This is an optimization exercise on Yosys and OpenROAD, whose aim is a short achievable clock period and few clock cycles, not a production implementation. In this exercise RTL edits were held to simulation tests only and were not proved equivalent to the original. No activity file was given, so power comes from the tool's default toggle rates.

<file path="flow/constraint.sdc">
create_clock -name core_clock -period 10.0 [get_ports {clk}]
set_input_delay 2.0000 -clock core_clock [delete_from_list [all_inputs] [get_ports {clk}]]
set_output_delay 2.0000 -clock core_clock [all_outputs]
set_load 0.01 [all_outputs]
</file>
<file path="flow/design.v">
module mips_multicycle_core #(
  parameter int unsigned ADDR_W   = 10,
  parameter logic [31:0] RESET_PC = 32'h0000_0000,
  parameter int unsigned CNT_W    = 32
) (
  input  logic              clk,
  input  logic              rst,
  output logic              mem_req,
  output logic              mem_we,
  output logic [ADDR_W-1:0] mem_addr,
  output logic [31:0]       mem_wdata,
  input  logic [31:0]       mem_rdata,
  input  logic              mem_ready,
  input  logic [4:0]        dbg_reg_addr,
  output logic [31:0]       dbg_reg_data,
  output logic [31:0]       pc_out,
  output logic              halted,
  output logic [CNT_W-1:0]  instr_count
);
  localparam bit EXT_OPS = 1'b0;
  localparam logic [5:0] OP_RTYPE = 6'h00, OP_J   = 6'h02, OP_BEQ = 6'h04, OP_BNE = 6'h05;
  localparam logic [5:0] OP_ADDI  = 6'h08, OP_ORI = 6'h0D, OP_LW  = 6'h23, OP_SW  = 6'h2B;
  localparam logic [5:0] FN_ADD = 6'h20, FN_SUB = 6'h22, FN_AND = 6'h24;
  localparam logic [5:0] FN_OR  = 6'h25, FN_NOR = 6'h27, FN_SLT = 6'h2A;
  logic [31:0]      pc, ir;
  logic             ir_valid, halt_q;
  logic [31:0]      rf [32];
  logic [CNT_W-1:0] cnt;
  logic [5:0]  opcode, funct;
  logic [4:0]  rs, rt, rd;
  logic [31:0] imm_sext, imm_zext, a, b;
  logic        is_r, is_addi, is_ori, is_lw, is_sw, is_beq, is_bne, is_j, legal;
  assign opcode   = ir[31:26];
  assign rs       = ir[25:21];
  assign rt       = ir[20:16];
  assign rd       = ir[15:11];
  assign funct    = ir[5:0];
  assign imm_sext = {{16{ir[15]}}, ir[15:0]};
  assign imm_zext = {16'h0000, ir[15:0]};
  function automatic logic funct_legal(input logic [5:0] f);
    case (f)
      FN_ADD, FN_SUB, FN_AND, FN_OR, FN_SLT: funct_legal = 1'b1;
      FN_NOR:  funct_legal = EXT_OPS;
      default: funct_legal = 1'b0;
    endcase
  endfunction
  assign is_r    = (opcode == OP_RTYPE) && funct_legal(funct);
  assign is_addi = (opcode == OP_ADDI);
  assign is_ori  = EXT_OPS && (opcode == OP_ORI);
  assign is_lw   = (opcode == OP_LW);
  assign is_sw   = (opcode == OP_SW);
  assign is_beq  = (opcode == OP_BEQ);
  assign is_bne  = EXT_OPS && (opcode == OP_BNE);
  assign is_j    = (opcode == OP_J);
  assign legal   = is_r | is_addi | is_ori | is_lw | is_sw | is_beq | is_bne | is_j;
  assign a = rf[rs];
  assign b = rf[rt];
  logic [31:0] alu_r, imm_r, ea, wb_data;
  logic [4:0]  wb_addr;
  logic        wb_en, taken;
  always_comb begin
    case (funct)
      FN_SUB:  alu_r = a - b;
      FN_AND:  alu_r = a & b;
      FN_OR:   alu_r = a | b;
      FN_NOR:  alu_r = ~(a | b);
      FN_SLT:  alu_r = {31'b0, $signed(a) < $signed(b)};
      default: alu_r = a + b;
    endcase
  end
  assign ea    = a + imm_sext;
  assign imm_r = is_ori ? (a | imm_zext) : ea;
  assign taken = is_bne ? (a != b) : (a == b);
  logic [31:0] br_tgt, j_tgt, fetch_pc;
  logic        exec, is_mem, adv;
  assign exec   = ir_valid && !halt_q && legal;
  assign is_mem = is_lw | is_sw;
  assign br_tgt = pc + {imm_sext[29:0], 2'b00};
  assign j_tgt  = {pc[31:28], ir[25:0], 2'b00};
  always_comb begin
    fetch_pc = pc;
    if (ir_valid) begin
      if ((is_beq | is_bne) && taken) fetch_pc = br_tgt;
      if (is_j)                       fetch_pc = j_tgt;
    end
  end
  assign mem_req   = !halt_q && !(ir_valid && !legal);
  assign mem_we    = ir_valid && is_sw;
  assign mem_addr  = (ir_valid && is_mem) ? ea[ADDR_W+1:2] : fetch_pc[ADDR_W+1:2];
  assign mem_wdata = b;
  assign adv       = mem_req && mem_ready;
  always_comb begin
    wb_en   = 1'b0;
    wb_addr = rt;
    wb_data = imm_r;
    if (is_r) begin
      wb_en   = 1'b1;
      wb_addr = rd;
      wb_data = alu_r;
    end else if (is_addi | is_ori) begin
      wb_en = 1'b1;
    end else if (is_lw) begin
      wb_en   = 1'b1;
      wb_data = mem_rdata;
    end
  end
  always_ff @(posedge clk) begin
    if (rst) begin
      pc       <= RESET_PC;
      ir       <= '0;
      ir_valid <= 1'b0;
      halt_q   <= 1'b0;
      cnt      <= '0;
      for (int i = 0; i < 32; i++) rf[i] <= '0;
    end else begin
      if (ir_valid && !legal) halt_q <= 1'b1;
      if (adv) begin
        if (exec && wb_en && wb_addr != 5'd0) rf[wb_addr] <= wb_data;
        if (exec) cnt <= cnt + CNT_W'(1);
        if (exec && is_mem) begin
          ir_valid <= 1'b0;
        end else begin
          ir       <= mem_rdata;
          ir_valid <= 1'b1;
          pc       <= fetch_pc + 32'd4;
        end
      end
    end
  end
  assign dbg_reg_data = (dbg_reg_addr == 5'd0) ? 32'd0 : rf[dbg_reg_addr];
  assign pc_out       = pc;
  assign halted       = halt_q || (ir_valid && !legal);
  assign instr_count  = cnt;
endmodule
</file>
<file path="flow/config.mk">
export PLATFORM = sky130hd
export DESIGN_NAME = mips_multicycle_core
export DESIGN_NICKNAME = mips_multicycle_core
export VERILOG_FILES = /design/flow/design.v
export SDC_FILE = /design/flow/constraint.sdc
export NUM_CORES = 4
export LEC_CHECK = 0
export CAP_MARGIN = 20
export CORE_MARGIN = 2
export CORE_UTILIZATION = 40
export SLEW_MARGIN = 20
</file>
<file path="flow/run.sh">
#!/bin/bash
# synth_recipe.tcl (not shown) runs the flow's synth.tcl, then flattens the netlist and writes it again
# the make line also repeats each setting of config.mk as NAME=value (left out here)
make -C /OpenROAD-flow-scripts/flow DESIGN_CONFIG=/design/flow/config.mk WORK_HOME=/design/flow/orfs CLKGATE_MAP_FILE= SYNTH_SCRIPT=/design/flow/synth_recipe.tcl finish
</file>
==> results_dict.tcl, run 1 <==
set metrics [dict create \
    outcome "complete, no violations" \
    via_per_inst 6.87 \
    place_hpwl_um 187000 \
    gr-usage-met2_pct 45.8 \
    postCtsSetupRepairBufs 0 \
    cts-root-buf "clkbuf_16" \
    grt_pass1_wl_um 420000 \
    synth_edf_count 1024 \
    clk_path_buf_depth 3 \
    synthArstFlopShare_pct 0 \
    synthCells 5648 \
    timing.hold.ws_ns 0.484 \
    place_area_mm2 0.0790 \
    path_class "flip-flop to primary output" \
    synth.avg_cell_area_um2 13.1 \
    start_kind "flip-flop" \
    grt_max_degree 90 \
    slew_viol_final 0 \
    fmax_ghz 0.103 \
    grtUsageMet1_pct 42.8 \
    firstDrtPassIters 8 \
    grt-ovfl-total 0 \
    worstPathRequired_ns 8.00 \
    synth.top_cell.area_share_pct 41.6 \
    areaGrowthSynthToFinish_pct 12.8 \
    synth_area_leaders "edfxtp_1 (42%), mux4_2 (29%), nor2_1 (5.2%)" \
    die_area_mm2 0.188 \
    grt.total_usage_pct 31.9 \
    initial_core_util_pct 40.3 \
    dp.cells 7970 \
    crit_fanout 26 \
    vias 56500 \
    cts_resized 0 \
    max_slew_margin_pct 17.5 \
    cts_buffers 133 \
    ys_seq_area_share_pct 44.5 \
    io_buffers 178 \
    synth-main-ff-cell "edfxtp_1" \
    die_w_um 434 \
    fin_cells 8225 \
    rsz0062_at_grt "false" \
    clkSlewWorstSetupHoldPaths_ns 0.06 \
    cts_tree "built" \
    final_nets 5851 \
    synth.most_common_cell "edfxtp_1" \
    maxCapViolations 0 \
    fp-row-count 157 \
    cp-end-kind "primary output" \
    antenna_found_initial 15 \
    period_needed_ns 9.69 \
    core_mm2 0.183 \
    place_congestion 0.978 \
    p_leak_nw 28.1 \
    setup_viol 0 \
    hold_path_class "flip-flop to flip-flop" \
    syn_area_mm2 0.0738 \
    peakVddDrop_v 0.000187 \
    design_area_mm2 0.0833 \
    die_h_um 434 \
    final_util_pct 45.4 \
    min_period_over_period_pct 96.9 \
    drive_above_1_share_pct 26.6 \
    synth_common_cells "edfxtp_1 (1024), nor2_1 (1015), mux4_2 (960), clkbuf_1 (434), nand2_1 (267)" \
    boundaryPins 181 \
    finClkSkew_ns 0.0426 \
    ys_seq_elements 1130 \
    clock_latency_ns 0.83 \
    grtUsageMet3_pct 10.8 \
    hold_violations 0 \
    cts_htree_levels 4 \
    synth_cell_types 97 \
    ant_nets 0 \
    power_density_mw_per_mm2 184 \
    grt.busiest_layer "met2" \
    setup_tns_ns 0 \
    wl_per_cell_um 36.7 \
    cts_num_sinks 1130 \
    grt_pass1_vias 54600 \
    hold_buffers 0 \
    routed_wl_um 302000 \
    drc 0 \
    worstPathArrival_ns 7.69 \
    drt_first_iter_violations 9683 \
    tightest_slew_ns 1.22 \
    yosysWarnings 1 \
    synth_top_area_cell "edfxtp_1" \
]
[flip-flops by register name (all words and copies together), names as in the netlist, named ones only]
register and count:
pc 30, rf 1024, ir_valid 1, cnt 32, ir 32, halt_q 1
[cell usage in the layout, fill, tap and decap left out, types with 22 or more instances in the layout]
cell and instances:
edfxtp_1 1024, nor2_1 1008, mux4_2 960, nand2_1 233
a21oi_1 198, buf_4 176, nor3_1 172, clkdlybuf4s50_1 172
ha_1 166, clkbuf_16 134, inv_1 128, mux2i_1 109
o21ai_0 106, dfxtp_1 93, nor4_1 80, xnor2_1 72
xor2_1 54, a21o_1 52, nand3_1 52, a22oi_1 39
nand2_2 34, conb_1 34, o21bai_1 30, a211oi_1 27
buf_12 25, nand4_1 23, clkinv_2 23, clkinv_1 23
o22ai_1 22, clkbuf_1 22
[layout make-up]
type                       count  area (µm²)
clock buffer                 161        3490
timing repair buffer         377        3600
multi-input combinational   3871       38900
tap                         2464        3080
inverter                     128         480
antenna                       14        35.0
clock inverter                80         762
fill                       16200      100000
sequential                  1130       32900
[where the power goes]
group / internal (mW) / switching [mW] / total [mW]
clock network: 2.72 / 2.16 / 4.88
registers: 5.32 / 0.231 / 5.55
logic: 1.76 / 3.15 / 4.91
total: 9.80 / 5.54 / 15.3
[path summary, 6_finish.rpt]
kind                  start          end  slack [ns]  depth (start not counted)
setup / recovery  flip-flop  mem_addr[8]        0.31                         12
hold / removal       ir[25]    flip-flop        0.48                          2
setup reg to reg  flip-flop    rf[4][30]        2.14                         20
hold reg to reg      ir[25]    flip-flop        0.48                          2
[metal layers]
layer / up-vias / routed length, µm
met3: 859 / 43500
met4: 10 / 18300
met1: 28900 / 110000
met5: - / 73
li1: 22200 / -
met2: 4580 / 130000
[logic make-up (layout without fill, tap and decap cells)]
logic type | Yosys count | after routing | share of synthesized area, %
and+or+nand+nor | 1785 | 1785 | 10.7
DFF | 1130 | 1130 | 44.5
muxes | 1070 | 1070 | 30.8
AOI/OAI and AO/OA | 686 | 686 | 6.07
buffers and inverters | 680 | 746 | 3.57
adders and majority gates | 170 | 170 | 2.92
xor gates and xnor gates | 126 | 126 | 1.49
other | 1 | 48 | 0.00508
[stage by stage]
| stage | setup WS [ns] | power, mW |
|---|---|---|
| 3_5_place_dp | 1.36 | 10.4 |
| 3_3_place_gp | 1.54 | 10.4 |
| 4_1_cts | 0.506 | 15.2 |
| 6_report | 0.305 | 15.3 |
| 2_1_floorplan | 2.66 | 8.64 |
| 5_1_grt | 0.149 | 15.8 |
[worst max-delay path: stages, from the launching register on]
cell and delay [ns]:
dfxtp_4 0.81, buf_12 0.31, mux4_2 0.53, mux4_2 0.54, mux2i_1 0.47, ha_1 0.48, nor3_1 0.53, nand2_1 0.20
nor4_1 0.90, nand3_1 0.46, o21ai_0 0.80, mux2i_1 0.23, clkdlybuf4s50_1 0.55
Testbench counts, summed over its fixed seeds: cycles 91,636.
==> run 2, diff against run 1 <==
--- a/flow/config.mk
+++ b/flow/config.mk
@@ -5,7 +5,10 @@
 export SDC_FILE = /design/flow/constraint.sdc
 export NUM_CORES = 4
 export LEC_CHECK = 0
+export ABC_CLOCK_PERIOD_IN_PS = 5000
 export CAP_MARGIN = 20
 export CORE_MARGIN = 2
 export CORE_UTILIZATION = 40
+export SETUP_SLACK_MARGIN = 3
 export SLEW_MARGIN = 20
+export TNS_END_PERCENT = 10
==> results_dict.tcl, run 2 <==
set metrics [dict create \
    outcome "complete, no violations" \
    cts-root-buf "clkbuf_16" \
    via_per_inst 6.95 \
    hold_buffers 0 \
    intPower_mw 10.1 \
    min_delay_path_depth 2 \
    grt-ovfl-total 0 \
    reg2reg_to "rf[10][28]" \
    largest_reg_flops 1024 \
    synth_top_family_by_area "multiplexers" \
    cts_buffers 131 \
    design_area_mm2 0.0867 \
    antenna_found_initial 24 \
    die_h_um 434 \
    synth-main-ff-cell "edfxtp_1" \
    layout_commonest_cell "edfxtp_1" \
    setup_tns_ns 0 \
    die_area_mm2 0.188 \
    die_w_um 434 \
    yosysWarnings 1 \
    clk_path_buf_depth 3 \
    cts_num_sinks 1130 \
    firstDrtPassIters 6 \
    synth.top_cell.area_share_pct 41.6 \
    ant_nets 0 \
    boundaryPins 181 \
    synth.avg_cell_area_um2 13.1 \
    syn_area_mm2 0.0738 \
    tightest_slew_ns 1.24 \
    top_register "rf" \
    fmax_ghz 0.138 \
    power_density_mw_per_mm2 182 \
    drc 0 \
    hold_violations 0 \
    clock_latency_ns 0.82 \
    routed_wl_um 315000 \
    cp-end-kind "primary output" \
    rsz0062_at_grt "true" \
    place_congestion 0.968 \
    io_buffers 178 \
    drive_above_1_share_pct 31.0 \
    seqPwrFrac_pct 35.0 \
    ff2ff_setup_slack_ns 3.13 \
    slew_viol_final 0 \
    timing.hold.ws_ns 0.472 \
    start_kind "flip-flop" \
    synthAdderAreaFrac_pct 2.92 \
    place_ws_ns 1.34 \
    synth.area.mux_share_pct 30.8 \
    p_switching_mw 5.66 \
    worstPathRequired_ns 8.00 \
    power_frac_comb_pct 35.2 \
    min_period_over_period_pct 72.7 \
    place_area_mm2 0.0790 \
    ys_seq_elements 1130 \
    core_mm2 0.183 \
    reg2reg_depth 24 \
    synth_common_cells "edfxtp_1 (1024), nor2_1 (1015), mux4_2 (960), clkbuf_1 (434), nand2_1 (267)" \
    synth_top_area_cell "edfxtp_1" \
    cts_tree "built" \
    synthCells 5648 \
    final_cell_mix "edfxtp_1 (1024), nor2_1 (1006), mux4_2 (960)" \
    synth_area_leaders "edfxtp_1 (42%), mux4_2 (29%), nor2_1 (5.2%)" \
    final_util_pct 47.3 \
    grt_pass1_vias 55500 \
    synth.most_common_cell "edfxtp_1" \
    grt_max_degree 81 \
    hold_path_class "flip-flop to flip-flop" \
    initial_core_util_pct 40.3 \
    drt_first_iter_violations 9375 \
    crit_fanout 7 \
    synth-xor-area-share_pct 1.49 \
    critical_path.endpoint "mem_addr[6]" \
    setup_viol 0 \
    peakVddDrop_v 0.000174 \
    switching_share_pct 35.8 \
    ys_seq_area_share_pct 44.5 \
    clockPowerShare_pct 29.8 \
    path_class "flip-flop to primary output" \
    period_needed_ns 7.27 \
    final_nets 6012 \
    synth_edf_count 1024 \
    clkSlewWorstSetupHoldPaths_ns 0.08 \
    synthArstFlopShare_pct 0 \
    max_slew_margin_pct 16.6 \
    synthSimpleGateAreaFrac_pct 10.7 \
    finClkSkew_ns 0.0628 \
    fp-row-count 157 \
    cts_htree_levels 4 \
    vias 58200 \
    synth_cell_types 97 \
    synth_compound_area_share_pct 6.07 \
    worst_slack_ns 2.73 \
    areaGrowthSynthToFinish_pct 17.5 \
    grt_pass1_wl_um 434000 \
    place_hpwl_um 186000 \
    worstPathArrival_ns 5.27 \
    maxCapViolations 0 \
    p_leak_nw 29.3 \
    wl_per_cell_um 37.6 \
    grt.total_usage_pct 33.2 \
]
-- run 2: layout make-up --
type,instances,area [µm²]
Antenna cell,7,17.5
Inverter,128,490
Tap cell,2464,3080
Timing Repair Buffer,540,6040
Clock buffer,155,3450
Sequential cell,1130,32900
Clock inverter,73,596
Fill cell,15900,96500
Multi-Input combinational cell,3871,40200
-- run 2: power by group through the flow --
stage / clock (mW) / sequential, mW / combinational [mW]
6_report: 4.70 / 5.53 / 5.56
2_1_floorplan: 0 / 5.50 / 3.14
4_1_cts: 4.73 / 5.51 / 5.33
5_1_grt: 4.89 / 5.54 / 5.79
3_3_place_gp: 0 / 5.62 / 4.76
3_5_place_dp: 0 / 5.63 / 4.78
-- run 2: stage by stage --
step           total power [mW]  cells
2_1_floorplan              8.64   5681
3_3_place_gp               10.4   7986
3_5_place_dp               10.4   7987
4_1_cts                    15.6   8338
5_1_grt                    16.2   8361
6_report                   15.8   8368
-- run 2: repair_timing --
action / CTS / global route
pin swaps: 39 / 18
setup buffers: 98 / 23
setup endpoints to repair: 392 / 58
gates cloned: 25 / 0
gates resized for setup: 356 / 22
-- run 2: worst min path at each step --
stage | start | endpoint | slack (ns)
CTS | ir[25] | flip-flop | 0.48
global placement | ir[25] | flip-flop | 0.46
floorplan | ir[23] | flip-flop | 0.45
detailed placement | ir[25] | flip-flop | 0.47
finish | ir[25] | flip-flop | 0.47
global route | ir[25] | flip-flop | 0.52
-- run 2: worst max-delay path: stages (launching register included) --
cell and delay [ns]:
dfxtp_4 0.42, buf_12 0.16, buf_16 0.18, buf_12 0.14, buf_16 0.14, mux4_2 0.50
mux4_2 0.52, mux2i_4 0.31, ha_4 0.29, nor4_4 0.27, nand3_1 0.18, nor4_4 0.37
nand3_4 0.19, o22ai_4 0.25, nor2_1 0.10, nand2_1 0.08, nand2_1 0.08, clkdlybuf4s15_2 0.23
-- run 2: kinds of logic after synthesis --
group / count (synthesis)
AO/OA/AOI/OAI: 686
XOR/XNOR: 126
buffers and inverters: 680
adder cells (fa/ha/maj): 170
other: 1
flip-flops: 1130
AND/OR/NAND/NOR: 1785
multiplexers: 1070
-- run 2: metal layers --
layer / part of all wire [%] / vias up / track usage [%]
met2: 42 / 5247 / 47.5
met5: 0.17 / - / 0.442
met1: 35 / 29300 / 43.2
li1: - / 22500 / -
met4: 6.9 / 22 / 19.1
met3: 16 / 1080 / 12.2
==> run 3, diff against run 2 <==
--- a/flow/design.v
+++ b/flow/design.v
@@ -104,6 +104,36 @@
       wb_data = mem_rdata;
     end
   end
+  localparam int CI_W = 5;                     
+  localparam int CT_W = ADDR_W - CI_W;         
+  logic [31:0]     c_data [2**CI_W];
+  logic [CT_W-1:0] c_tag  [2**CI_W];
+  logic [2**CI_W-1:0] c_val;
+  logic [ADDR_W-1:0] pc_w, ea_w, fill_w;
+  logic              c_hit, use_c, fill, st_hit;
+  assign pc_w   = pc[ADDR_W+1:2];
+  assign ea_w   = ea[ADDR_W+1:2];
+  assign fill_w = fetch_pc[ADDR_W+1:2];
+  assign c_hit  = c_val[pc_w[CI_W-1:0]] && c_tag[pc_w[CI_W-1:0]] == pc_w[ADDR_W-1:CI_W]
+                  && !(is_sw && ea_w == pc_w);
+  assign use_c  = exec && is_mem && c_hit;
+  assign fill   = adv && !(exec && is_mem);
+  assign st_hit = c_val[ea_w[CI_W-1:0]] && c_tag[ea_w[CI_W-1:0]] == ea_w[ADDR_W-1:CI_W];
+  always_ff @(posedge clk) begin
+    if (rst) begin
+      c_val <= '0;
+    end else if (fill) begin
+      c_val[fill_w[CI_W-1:0]] <= 1'b1;
+    end
+  end
+  always_ff @(posedge clk) begin
+    if (fill) begin
+      c_data[fill_w[CI_W-1:0]] <= mem_rdata;
+      c_tag[fill_w[CI_W-1:0]]  <= fill_w[ADDR_W-1:CI_W];
+    end else if (adv && exec && is_sw && st_hit) begin
+      c_data[ea_w[CI_W-1:0]] <= b;
+    end
+  end
   always_ff @(posedge clk) begin
     if (rst) begin
       pc       <= RESET_PC;
@@ -117,7 +147,10 @@
       if (adv) begin
         if (exec && wb_en && wb_addr != 5'd0) rf[wb_addr] <= wb_data;
         if (exec) cnt <= cnt + CNT_W'(1);
-        if (exec && is_mem) begin
+        if (use_c) begin
+          ir <= c_data[pc_w[CI_W-1:0]];
+          pc <= pc + 32'd4;
+        end else if (exec && is_mem) begin
           ir_valid <= 1'b0;
         end else begin
           ir       <= mem_rdata;
==> results_dict.tcl, run 3 <==
set metrics [dict create \
    maxCapViolations 0 \
    holdPathEnd "c_val[15]" \
    synth_edf_count 2208 \
    synth.area.mux_share_pct 27.2 \
    via_per_inst 6.65 \
    synth_common_cells "edfxtp_1 (2208), mux4_2 (1365), nor2_1 (1289), clkbuf_1 (536), nand2_1 (259)" \
    setup_tns_ns 0 \
    slowest_stage "or4_4" \
    seqPwrFrac_pct 38.8 \
    yosysWarnings 1 \
    cts_num_sinks 2351 \
    switching_share_pct 32.2 \
    crit_fanout 8 \
    drive_above_1_share_pct 32.7 \
    synth_cell_types 99 \
    cts-root-buf "clkbuf_16" \
    min_period_over_period_pct 81.1 \
    synth.top_cell.area_share_pct 53.7 \
    synth-xor-area-share_pct 0.990 \
    critPathBufInv 6 \
    clockPowerShare_pct 33.7 \
    grtUsageMet1_pct 38.5 \
    final_cell_mix "edfxtp_1 (2208), mux4_2 (1365), nor2_1 (1252)" \
    die_area_mm2 0.313 \
    core_mm2 0.308 \
    setup_viol 0 \
    cts_htree_levels 5 \
    hold_path_class "flip-flop to flip-flop" \
    fp-row-count 204 \
    layout_commonest_cell "edfxtp_1" \
    routed_wl_um 479000 \
    grt_pass1_vias 83000 \
    synth_compound_area_share_pct 4.54 \
    power_density_mw_per_mm2 198 \
    clock_latency_ns 0.94 \
    fmax_ghz 0.123 \
    hold_violations 0 \
    synth.avg_cell_area_um2 15.5 \
    worstPathArrival_ns 6.11 \
    synth-main-ff-cell "edfxtp_1" \
    grt.total_usage_pct 29.7 \
    firstDrtPassIters 8 \
    gr-usage-met2_pct 45.6 \
    synth.most_common_cell "edfxtp_1" \
    dp.cells 12000 \
    intPower_mw 19.7 \
    peakVddDrop_v 0.000140 \
    slew_viol_final 0 \
    wl_per_cell_um 37.4 \
    rsz0062_at_grt "true" \
    path_cells "buf_6 -> buf_12 -> buf_16 -> mux4_2 -> mux4_2 -> mux2_4 -> inv_4 -> ha_4 -> or3_1 -> or4_4 -> or4_4 -> buf_12 -> a2111oi_4 -> o31ai_4 -> a21boi_4 -> mux2_4 -> buf_6" \
    grt.busiest_layer "met2" \
    place_congestion 0.974 \
    worstPathRequired_ns 8.00 \
    clkSlewWorstSetupHoldPaths_ns 0.06 \
    die_w_um 560 \
    drc 0 \
    synthSimpleGateAreaFrac_pct 7.02 \
    hold_start "c_val[15]" \
    synth_top_family_by_area "multiplexers" \
    synth_top_area_cell "edfxtp_1" \
    drt_first_iter_violations 14000 \
    power_frac_comb_pct 27.5 \
    final_nets 8657 \
    outcome "complete, no violations" \
    die_h_um 560 \
    clk_path_buf_depth 4 \
    initial_core_util_pct 40.1 \
    place_hpwl_um 287000 \
    synthAdderAreaFrac_pct 1.71 \
    p_switching_mw 9.35 \
    tightest_slew_ns 1.21 \
    synthCells 7996 \
    io_buffers 178 \
    critPathTopFamily "multiplexers" \
    max_slew_margin_pct 19.1 \
    path_class "flip-flop to primary output" \
    grtUsageMet3_pct 6.67 \
    grt_max_degree 124 \
    cts_tree "built" \
    worst_slack_ns 1.89 \
    boundaryPins 181 \
    path_depth 17 \
    grt_pass1_wl_um 657000 \
    synthArstFlopShare_pct 0 \
    ys_seq_area_share_pct 56.0 \
    cts_buffers 268 \
    antenna_found_initial 32 \
    syn_area_mm2 0.124 \
    place_ws_ns 0.880 \
    grt-ovfl-total 0 \
    reg2reg_depth 32 \
    p_leak_nw 48.3 \
    cpPeakStageDelay_ns 0.59 \
    start_kind "flip-flop" \
    ant_nets 0 \
    areaGrowthSynthToFinish_pct 18.8 \
    reg2reg_to "c_data[4][12]" \
    finClkSkew_ns 0.0648 \
    ff2ff_setup_slack_ns 2.25 \
    min_delay_path_depth 2 \
    ys_seq_elements 2351 \
    fin_cells 12800 \
    period_needed_ns 8.11 \
    synth_area_leaders "edfxtp_1 (54%), mux4_2 (25%), nor2_1 (3.9%)" \
    cp-end-kind "primary output" \
    vias 85000 \
]
## run 3: cell types whose count changed in the layout (fill, tap and decap cells not counted), moves of 47 or more
cell	change
buf_12	+68
buf_4	+142
clkbuf_16	+159
edfxtp_1	+1184
mux2_2	+47
mux2_4	+60
mux2i_1	+110
mux4_2	+405
nor2_1	+246
nor4_1	-66
## run 3: power by group through the flow
stage / sequential (mW) / combinational, mW / clock [mW]
finish: 11.3 / 7.99 / 9.78
CTS: 11.3 / 7.63 / 9.85
floorplan: 11.3 / 4.49 / 0
global placement: 11.5 / 7.01 / 0
global route: 11.3 / 8.28 / 10.2
detailed placement: 11.5 / 7.03 / 0
## run 3: cell families (layout without fill, tap and decap cells)
logic type | count (synthesis) | in the layout
AND/OR/NAND/NOR | 2020 | 2020
AO/OA/AOI/OAI | 857 | 858
multiplexers | 1642 | 1671
adder cells (fa/ha/maj) | 166 | 166
XOR/XNOR | 134 | 134
other | 1 | 50
buffers and inverters | 825 | 1421
flip-flops | 2351 | 2351
## run 3: layout make-up
type / instances / area (µm²)
flip-flops and latches: 2351 / 69200
diodes: 16 / 40.0
inverters: 141 / 538
fillers: 26000 / 161000
well taps: 4120 / 5150
repair buffers: 806 / 9530
clock inverters: 142 / 1430
clock buffers: 332 / 7160
multi-input cells: 4883 / 53700
## run 3: tightest hold or removal path, stage by stage, from the launching register on
cell and delay (ns):
dfxtp_1 0.34, a21oi_1 0.05, nor2_1 0.07
## run 3: how the worst max path moves through the flow
stage	end	from
finish	mem_addr[7]	flip-flop
global placement	c_data[27][23]	flip-flop
global route	mem_addr[7]	flip-flop
floorplan	c_data[0][0]	flip-flop
detailed placement	c_data[26][1]	flip-flop
CTS	mem_addr[7]	flip-flop
## run 3: timing repair
item | 4_1_cts | 5_1_grt
endpoints found under the hold margin | 0 | 0
endpoints found under the setup margin | 3046 | 2562
hold buffers | 0 | 0
buffers inserted | 148 | 89
gates cloned | 45 | 34
pin swaps | 34 | 24
resized for setup | 306 | 145
## run 3: routing by layer
layer	up-vias	part of all wire (%)
li1	33000	-
met1	44200	36
met2	6364	45
met4	10	7.3
met5	-	0.011
met3	1413	12
## run 3: through the flow
stage	power, mW	hold slack (ns)	utilization (%)	instance area (µm²)
after floorplan	15.8	0.448	-	124000
after global placement	18.5	0.470	42.9	132000
after detailed placement	18.5	0.480	42.9	132000
after CTS	28.7	0.495	47.0	145000
after global routing	29.8	0.515	47.6	147000
final	29.0	0.496	47.6	147000
Testbench counts of run 3, summed over its fixed seeds: cycles 76,171.
==> run 4, diff against run 3 <==
==> flow/config.mk (replaced) <==
export PLATFORM = sky130hd
export DESIGN_NAME = mips_multicycle_core
export DESIGN_NICKNAME = mips_multicycle_core
export VERILOG_FILES = /design/flow/design.v
export SDC_FILE = /design/flow/constraint.sdc
export NUM_CORES = 4
export LEC_CHECK = 0
export ABC_CLOCK_PERIOD_IN_PS = 4000
export CAP_MARGIN = 20
export CORE_MARGIN = 2
export CORE_UTILIZATION = 40
export SETUP_SLACK_MARGIN = 4.5
export SLEW_MARGIN = 20
export TNS_END_PERCENT = 25
==> results_dict.tcl, run 4 <==
set metrics [dict create \
    synthArstFlopShare_pct 0 \
    fp-row-count 204 \
    drive_above_1_share_pct 34.7 \
    cts-root-buf "clkbuf_16" \
    hold_buffers 0 \
    place_congestion 0.989 \
    synthCells 7996 \
    final_nets 8783 \
    vias 86400 \
    failed_checks "capacitance limit, slew limit" \
    p_switching_mw 9.72 \
    hold_start "c_val[14]" \
    yosysWarnings 1 \
    hold_violations 0 \
    power_frac_comb_pct 28.5 \
    period_needed_ns 8.09 \
    clock_latency_ns 0.95 \
    cp-end-kind "primary output" \
    antenna_found_initial 26 \
    clk_path_buf_depth 4 \
    slowest_stage "dfxtp_4" \
    peakVddDrop_v 0.000152 \
    die_h_um 560 \
    drc 0 \
    max_slew_margin_pct -8.22 \
    io_buffers 178 \
    seqPwrFrac_pct 37.7 \
    areaGrowthSynthToFinish_pct 21.5 \
    reg2reg_depth 29 \
    die_w_um 560 \
    place_hpwl_um 281000 \
    worstPathArrival_ns 6.09 \
    maxCapViolations 1 \
    intPower_mw 20.2 \
    synth_common_cells "edfxtp_1 (2208), mux4_2 (1365), nor2_1 (1289), clkbuf_1 (536), nand2_1 (259)" \
    p_total_mw 29.9 \
    ys_seq_area_share_pct 56.0 \
    path_cells "buf_4 -> mux4_2 -> mux2i_1 -> ha_2 -> nor3_4 -> nand3_4 -> or4_4 -> buf_4 -> o22ai_1 -> a2bb2oi_4 -> nand2_1 -> o21ai_2 -> buf_2" \
    finClkSkew_ns 0.112 \
    path_class "flip-flop to primary output" \
    power_density_mw_per_mm2 199 \
    switching_share_pct 32.5 \
    ff2ff_setup_slack_ns 2.57 \
    wl_per_cell_um 38.7 \
    die_area_mm2 0.313 \
    cts_buffers 268 \
    reg2reg_to "c_data[30][18]" \
    ys_seq_elements 2351 \
    grt.total_usage_pct 29.7 \
    rsz0062_at_grt "true" \
    routed_wl_um 501000 \
    synth_area_leaders "edfxtp_1 (54%), mux4_2 (25%), nor2_1 (3.9%)" \
    ant_nets 0 \
    start_kind "flip-flop" \
    syn_area_mm2 0.124 \
    synth.top_cell.area_share_pct 53.7 \
    crit_fanout 12 \
    synth_top_area_cell "edfxtp_1" \
    tightest_slew_ns 1.61 \
    setup_viol 0 \
    setup_tns_ns 0 \
    outcome "finished with violations" \
    fmax_ghz 0.124 \
    min_delay_path_depth 2 \
    clkSlewWorstSetupHoldPaths_ns 0.06 \
    fillCellCount 25700 \
    synth.avg_cell_area_um2 15.5 \
    hold_path_class "flip-flop to flip-flop" \
    layout_commonest_cell "edfxtp_1" \
    place_ws_ns 0.843 \
    cpPeakStageDelay_ns 0.85 \
    drt_first_iter_violations 13700 \
    worstPathRequired_ns 8.00 \
    p_leak_nw 49.8 \
    slew_viol_final 4 \
    cts_tree "built" \
    timing.hold.ws_ns 0.498 \
    grt_pass1_wl_um 655000 \
    clockPowerShare_pct 33.8 \
    synth.most_common_cell "edfxtp_1" \
    boundaryPins 181 \
    firstDrtPassIters 7 \
    synth_edf_count 2208 \
    cts_htree_levels 5 \
    via_per_inst 6.68 \
    worst_slack_ns 1.91 \
    crit_path_frequent_cell "buf_4" \
    initial_core_util_pct 40.1 \
    grt-ovfl-total 0 \
    min_period_over_period_pct 80.9 \
    grt_pass1_vias 82600 \
    synth-main-ff-cell "edfxtp_1" \
    holdPathEnd "c_val[14]" \
    core_mm2 0.308 \
    final_cell_mix "edfxtp_1 (2208), mux4_2 (1365), nor2_1 (1235)" \
    synth_cell_types 99 \
    grt_max_degree 129 \
    cts_num_sinks 2351 \
]
-- run 4: cell counts after synthesis --
Identical to the previous run, type by type.
-- run 4: cell type report --
type / instances / area, µm² / share of cell area, %
diodes: 17 / 42.5 / 0.0283
clock buffers: 315 / 6900 / 4.60
clock inverters: 165 / 2030 / 1.36
inverters: 141 / 557 / 0.371
multi-input cells: 4865 / 54000 / 36.0
flip-flops and latches: 2351 / 69200 / 46.1
well taps: 4120 / 5150 / 3.43
repair buffers: 950 / 12200 / 8.10
-- run 4: critical path, delay by kind of cell, from the launching register on --
family          cells  cell delay (ns)
flops               1             0.85
simple gates        4             1.08
buf+inv             3             0.83
fa+ha+maj           1             0.53
mux                 2             1.16
compound gates      3             0.66
-- run 4: worst max-delay path by stage --
stage / from / to / slack (ns) / depth (start not counted)
2_1_floorplan: flip-flop / c_data[0][0] / 3.34 / 21
3_3_place_gp: flip-flop / mem_addr[9] / 1.0 / 14
3_5_place_dp: flip-flop / mem_addr[9] / 0.84 / 14
4_1_cts: flip-flop / mem_addr[7] / 1.79 / 17
5_1_grt: flip-flop / mem_addr[4] / 1.88 / 21
6_report: flip-flop / mem_addr[4] / 1.91 / 13
-- run 4: logic make-up after synthesis --
| family | count (synthesis) | share of synthesized area [%] |
|---|---|---|
| buffers and inverters | 825 | 2.55 |
| AOI/OAI and AO/OA | 857 | 4.54 |
| muxes | 1642 | 27.2 |
| other | 1 | 0.00303 |
| xor gates and xnor gates | 134 | 0.990 |
| and+or+nand+nor | 2020 | 7.02 |
| adders and majority gates | 166 | 1.71 |
| DFF | 2351 | 56.0 |
-- run 4: metrics by stage --
step,instances,area [µm²],util [%]
floorplan,8029,125000,-
global placement,11900,132000,42.8
detailed placement,11900,132000,42.8
CTS,12600,144000,46.6
global route,12900,150000,48.7
finish,12900,150000,48.7
-- run 4: what timing repair did --
item / 4_1_cts / 5_1_grt
endpoints found under the hold margin: 0 / 0
endpoints found under the setup margin: 3892 / 4098
resized for setup: 228 / 504
setup buffers: 121 / 236
cloned: 26 / 95
pin swaps: 34 / 69
-- run 4: routing by layer --
layer,part of all wire [%],global-route usage (%),wire [µm]
met5,0.020,0,102
met4,8.0,19.4,39900
met3,12,7.15,60700
met2,45,45.0,224000
met1,35,38.4,176000
-- run 4: power groups by stage --
stage	clock (mW)	combinational (mW)	sequential [mW]
floorplan	0	4.60	11.3
global placement	0	7.01	11.5
detailed placement	0	7.07	11.5
finish	10.1	8.53	11.3
CTS	10.2	7.63	11.2
global route	10.5	8.79	11.3

==> static timing again, ports no longer ideal <==
How much do the figures lean on ideal ports? The routed layouts below were timed once more, with nothing changed but the port constraints. Step 1: set_driving_cell puts a clkbuf_16 on clk and a buf_2 on each other input, an assumption about the parent block. Step 2, shift: input delay + t, output delay - t, t = (earliest + latest rising clock arrival at the registers) / 2. This alone moves slack from input paths to output paths. Three values: ideal, step 1, step 2; two values: the first two.
run | shift t [ns] | setup slack, ns | hold slack, ns | clock arrival spread, ns | slew at the worst register clock pin (ns)
run 1 | 0.897 | 0.305 / 0.218 / 1.115 | 0.484 / 0.484 / 0.484 | 0.043 / 0.043 | 0.07 / 0.07
run 2 | 0.877 | 2.732 / 2.646 / 2.725 | 0.472 / 0.472 / 0.472 | 0.063 / 0.063 | 0.08 / 0.08
run 3 | 0.998 | 1.895 / 1.800 / 2.246 | 0.496 / 0.496 / 0.496 | 0.064 / 0.065 | 0.07 / 0.07
run 4 | 0.995 | 1.914 / 1.816 / 1.819 | 0.498 / 0.498 / 0.498 | 0.112 / 0.112 | 0.08 / 0.08
For run 4, which loses most, drivers alone change the setup slack by -0.098 ns; drivers and shift together by -0.095 ns.
